What follows belongs to an exercise in optimizing a design on an open flow for small area and few clock cycles; a production flow would make more cautious choices. Function was checked by simulation only, so behaviour that the tests miss may differ from the original. Power and IR drop assume default switching activity.

## red
// min_max_column_decimator_top
module min_max_column_decimator_top (
    input  wire logic                                i_clk,
    input  wire logic                                i_rst_n,
    input  wire logic                                i_cfg_we,
    input  wire logic [mmcd_pkg::CFG_IDX_BITS-1:0]   i_cfg_idx,
    input  wire logic [mmcd_pkg::CFG_DATA_BITS-1:0]  i_cfg_data,
    input  wire logic                                i_sample_valid,
    output      logic                                o_sample_ready,
    input  wire logic [mmcd_pkg::SAMPLE_BITS-1:0]    i_sample,
    output      logic                                o_result_valid,
    input  wire logic                                i_result_ready,
    output      logic [mmcd_pkg::COL_BITS-1:0]       o_result_column,
    output      logic [mmcd_pkg::SAMPLE_BITS-1:0]    o_result_low_peak,
    output      logic [mmcd_pkg::SAMPLE_BITS-1:0]    o_result_high_peak,
    output      logic                                o_result_run_last,
    output      logic                                o_result_frame_last
);
Size in the first run: ~790 cells after synthesis, roughly 130 flip-flops, ~95 I/O pins.
==> module min_max_column_decimator_top, before the edit <==
module min_max_column_decimator_top (
    input  wire logic                                i_clk,
    input  wire logic                                i_rst_n,
    input  wire logic                                i_cfg_we,
    input  wire logic [mmcd_pkg::CFG_IDX_BITS-1:0]   i_cfg_idx,
    input  wire logic [mmcd_pkg::CFG_DATA_BITS-1:0]  i_cfg_data,
    input  wire logic                                i_sample_valid,
    output      logic                                o_sample_ready,
    input  wire logic [mmcd_pkg::SAMPLE_BITS-1:0]    i_sample,
    output      logic                                o_result_valid,
    input  wire logic                                i_result_ready,
    output      logic [mmcd_pkg::COL_BITS-1:0]       o_result_column,
    output      logic [mmcd_pkg::SAMPLE_BITS-1:0]    o_result_low_peak,
    output      logic [mmcd_pkg::SAMPLE_BITS-1:0]    o_result_high_peak,
    output      logic                                o_result_run_last,
    output      logic                                o_result_frame_last
);
    localparam int NB = mmcd_pkg::N_BITS;
    localparam int CB = mmcd_pkg::COL_BITS;
    localparam int SB = mmcd_pkg::SAMPLE_BITS;
    localparam int DB = mmcd_pkg::D_BITS;
    logic [NB-1:0] r_n;        
    logic [CB-1:0] r_wc;       
    logic          r_rs;       
    logic          wr;
    logic [12:0]   wdat;
    logic          clamp;
    logic [CB-1:0] wm1;        
    assign wr   = i_cfg_we && (i_cfg_idx[1] == 1'b0);
    assign wdat = i_cfg_data[12:0];
    always_ff @(posedge i_clk) begin
        if (!i_rst_n) begin
            r_n  <= mmcd_pkg::RESET_TOTAL;
            r_wc <= mmcd_pkg::RESET_WM1;
        end else if (i_cfg_we && i_cfg_idx == 2'd0) begin
            r_n <= (i_cfg_data == '0) ? NB'(1) : i_cfg_data;
        end else if (i_cfg_we && i_cfg_idx == 2'd1) begin
            r_wc <= (wdat == '0) ? '0 : wdat[12] ? '1 : CB'(wdat - 1'b1);
        end
    end
    always_ff @(posedge i_clk) begin
        r_rs <= !i_rst_n || wr;
    end
    assign clamp = (r_n[NB-1:7] == '0) && (r_wc[CB-1:5] >= r_n[6:0]);
    assign wm1   = clamp ? {7'(r_n[6:0] - 1'b1), 5'h1f} : r_wc;
    logic          r_bv;
    logic [SB-1:0] r_bs;
    logic          pop;
    assign o_sample_ready = !r_bv || pop;
    always_ff @(posedge i_clk) begin
        if (!i_rst_n) r_bv <= 1'b0;
        else          r_bv <= (r_bv && !pop) || i_sample_valid;
    end
    always_ff @(posedge i_clk) begin
        if (o_sample_ready) r_bs <= i_sample;
    end
    function automatic logic [13:0] add_lo(input logic [13:0] a,
                                           input logic [13:0] b,
                                           input logic        ci);
        logic cy;
        cy = ci;
        for (int k = 0; k < 14; k++) begin
            add_lo[k] = a[k] ^ b[k] ^ cy;
            cy        = (a[k] & b[k]) | (cy & (a[k] ^ b[k]));
        end
    endfunction
    function automatic logic lt_s(input logic [SB-1:0] a, input logic [SB-1:0] b);
        logic bw, ak, bk;
        bw = 1'b0;
        for (int k = 0; k < SB; k++) begin
            ak = (k == SB-1) ? !a[k] : a[k];
            bk = (k == SB-1) ? !b[k] : b[k];
            bw = (!ak & bk) | ((!ak | bk) & bw);
        end
        lt_s = bw;
    endfunction
    function automatic logic lt_c(input logic [CB-1:0] a, input logic [CB-1:0] b);
        logic bw;
        bw = 1'b0;
        for (int k = 0; k < CB; k++) begin
            bw = (!a[k] & b[k]) | ((!a[k] | b[k]) & bw);
        end
        lt_c = bw;
    endfunction
    logic [DB-1:0] r_d;
    logic [CB-1:0] r_c;
    logic          r_has;
    logic          r_lastc;    
    logic          r_nle;      
    logic          r_rs2;      
    logic [SB-1:0] r_min, r_max;
    logic          close, fin, pen, emit, fire, take, sel;
    logic [CB-1:0] c_p1;
    logic [SB-1:0] s;
    assign s     = r_bs;
    assign close = !r_d[DB-1];
    assign fin   = close && r_lastc;
    assign c_p1  = r_c + 1'b1;
    assign pen   = (c_p1 == wm1);
    assign take = (r_n[NB-1:CB] != '0) || lt_c(r_d[CB-1:0], r_n[CB-1:0]);
    assign sel  = r_rs || !close || (take && !r_lastc);
    localparam int LB = 13;
    localparam int HB = DB - LB;
    logic [LB-1:0] a_lo, n_lo, w_lo, s_lo, k_lo;
    logic [LB:0]   lo;
    logic [HB-1:0] h_op, hi;
    logic          gn, gw;
    assign a_lo = r_rs ? '0 : r_d[LB-1:0];
    assign gn   = r_rs || (fire && close);
    assign gw   = r_rs || (fire && sel);
    assign n_lo = gn ? ~r_n[LB-1:0] : '0;
    assign w_lo = gw ? LB'(wm1) : '0;                 
    assign s_lo = a_lo ^ n_lo ^ w_lo;
    assign k_lo = (a_lo & n_lo) | (a_lo & w_lo) | (n_lo & w_lo);
    assign lo   = add_lo({1'b0, s_lo}, {k_lo, gw}, fire && close);
    assign h_op = gn ? {1'b1, ~r_n[NB-1:LB]} : r_d[DB-1:LB];
    assign hi   = h_op + HB'(lo[LB]);
    assign emit = !r_rs && close && (r_lastc || r_bv);
    assign fire = !r_rs && (emit ? i_result_ready : r_bv);
    assign pop  = fire && !fin && sel;
    always_ff @(posedge i_clk) begin
        r_d <= {hi, lo[LB-1:0]};
        if (r_rs || fire) r_has <= sel && !r_rs;
    end
    always_ff @(posedge i_clk) begin
        r_rs2 <= r_rs;
        if (r_rs2) r_nle <= !r_d[DB-1] || (&r_d);
    end
    always_ff @(posedge i_clk) begin
        if (r_rs || (fire && close)) begin
            r_c     <= (r_rs || fin) ? '0 : c_p1;
            r_lastc <= (r_rs || fin) ? (wm1 == '0) : pen;
        end
    end
    always_ff @(posedge i_clk) begin
        if (pop) begin
            if (close || !r_has || lt_s(s, r_min)) r_min <= s;
            if (close || !r_has || lt_s(r_max, s)) r_max <= s;
        end
    end
    assign o_result_valid      = emit;
    assign o_result_column     = r_c;
    assign o_result_low_peak   = r_has ? r_min : '0;
    assign o_result_high_peak  = r_has ? r_max : '0;
    assign o_result_run_last   = fin || (take && !(pen && r_nle));
    assign o_result_frame_last = r_lastc;
endmodule
==> flow/config.mk <==
export PLATFORM = sky130hd
export DESIGN_NAME = min_max_column_decimator_top
export DESIGN_NICKNAME = min_max_column_decimator_top
export VERILOG_FILES = /design/flow/design.v
export SDC_FILE = /design/flow/constraint.sdc
export NUM_CORES = 4
export LEC_CHECK = 0
export CAP_MARGIN = 20
export CORE_MARGIN = 2
export CORE_UTILIZATION = 40
export CTS_BUF_LIST = sky130_fd_sc_hd__clkbuf_8
export SLEW_MARGIN = 20
==> flow/constraint.sdc <==
create_clock -name core_clock -period 10.0 [get_ports {i_clk}]
set_input_delay 2.0000 -clock core_clock [delete_from_list [all_inputs] [get_ports {i_clk}]]
set_output_delay 2.0000 -clock core_clock [all_outputs]
set_load 0.01 [all_outputs]
standard.sh (not shown) runs the stock make flow with config.mk's settings and CLKGATE_MAP_FILE= SYNTH_SCRIPT=/design/flow/synth_recipe.tcl, a recipe that flattens the netlist after the stock synthesis.
==> flow/flow/run.sh <==
#!/bin/bash
# The standard layout (the standard.sh: standard synthesis, floorplan, place, CTS, route),
# with one change: buffer_ports gives each input and output port a sky130_fd_sc_hd__buf_1
# rather than the default buffer cell. Make's full output goes to standard.log here; ORFS's own
# per-step logs stay under orfs/logs.
set -euo pipefail
export BUFFER_PORTS_ARGS="-buffer_cell sky130_fd_sc_hd__buf_1"
bash standard.sh > standard.log 2>&1
Testbench counts of red, summed over its fixed seeds: cycles 149,558.
For blue, these inputs were changed with respect to red:
--- a/flow/design.v
+++ b/flow/design.v
@@ -100,9 +100,8 @@
     logic [CB-1:0] r_c;
     logic          r_has;
     logic          r_lastc;    
     logic          r_nle;      
-    logic          r_rs2;      
     logic [SB-1:0] r_min, r_max;
     logic          close, fin, pen, emit, fire, take, sel;
     logic [CB-1:0] c_p1;
     logic [SB-1:0] s;
@@ -117,29 +116,27 @@
     localparam int HB = DB - LB;
     logic [LB-1:0] a_lo, n_lo, w_lo, s_lo, k_lo;
     logic [LB:0]   lo;
     logic [HB-1:0] h_op, hi;
-    logic          gn, gw;
     assign a_lo = r_rs ? '0 : r_d[LB-1:0];
-    assign gn   = r_rs || (fire && close);
-    assign gw   = r_rs || (fire && sel);
-    assign n_lo = gn ? ~r_n[LB-1:0] : '0;
-    assign w_lo = gw ? LB'(wm1) : '0;                 
+    assign n_lo = (close || r_rs) ? ~r_n[LB-1:0] : '0;
+    assign w_lo = sel ? LB'(wm1) : '0;                
     assign s_lo = a_lo ^ n_lo ^ w_lo;
     assign k_lo = (a_lo & n_lo) | (a_lo & w_lo) | (n_lo & w_lo);
-    assign lo   = add_lo({1'b0, s_lo}, {k_lo, gw}, fire && close);
-    assign h_op = gn ? {1'b1, ~r_n[NB-1:LB]} : r_d[DB-1:LB];
+    assign lo   = add_lo({1'b0, s_lo}, {k_lo, sel}, close && !r_rs);
+    assign h_op = (close || r_rs) ? {1'b1, ~r_n[NB-1:LB]} : r_d[DB-1:LB];
     assign hi   = h_op + HB'(lo[LB]);
     assign emit = !r_rs && close && (r_lastc || r_bv);
     assign fire = !r_rs && (emit ? i_result_ready : r_bv);
     assign pop  = fire && !fin && sel;
     always_ff @(posedge i_clk) begin
-        r_d <= {hi, lo[LB-1:0]};
-        if (r_rs || fire) r_has <= sel && !r_rs;
+        if (r_rs || fire) begin
+            r_d   <= {hi, lo[LB-1:0]};
+            r_has <= sel && !r_rs;
+        end
     end
     always_ff @(posedge i_clk) begin
-        r_rs2 <= r_rs;
-        if (r_rs2) r_nle <= !r_d[DB-1] || (&r_d);
+        if (r_rs) r_nle <= !hi[HB-1] || ((&hi) && (&lo[LB-1:0]));
     end
     always_ff @(posedge i_clk) begin
         if (r_rs || (fire && close)) begin
             r_c     <= (r_rs || fin) ? '0 : c_p1;
Notes after the runs:
blue went all the way through synthesis, placement and routing and the layout is clean on timing, DRC and antenna.
In blue relative to red, post-synth design cell area had gone up slightly.
Design internal power on blue is up relative to red.
Compared with red, in blue sequential cell count of the final layout lower; number of vias per cell went down; detailed router's first-iteration violation count down 26; number of well taps higher.
blue has less setup slack than red.
Of the two candidates, red has the worse worst hold margin and blue the better one.
Initial core utilization in blue is 0.63 points lower than in red
blue ended up with fewer standard cells than red.
Relative area change from synthesis to final layout, blue and red: smaller value in red
Going from red to blue, total wire length rose 0.80%; share of power burned in the clock network now sits higher.
Testbench counts of blue, summed over its fixed seeds: cycles 149,558.

static timing again, ports no longer ideal:
Ports are ideal in the flow. The routed layouts listed here were re-timed in OpenROAD.
Step 1 assumes that a clkbuf_16 drives the clock port and a buf_2 every other input.
Step 2 also shifts input and output timing later by t, the mid clock arrival at the registers, as if the neighbouring blocks saw the same clock.
Three values: ideal ports, drivers, drivers and shift; two values: the first two.
run | t (ns) | setup slack, ns | pins driven straight from the clock port
red | 0.477 | 1.096 / 1.080 / 0.603 | 1
blue | 0.478 | 0.596 / 0.596 / 0.596 | 1
After both steps every run listed still meets setup and hold. For red, which loses most, drivers alone change the setup slack by -0.016 ns; drivers and shift together by -0.493 ns.
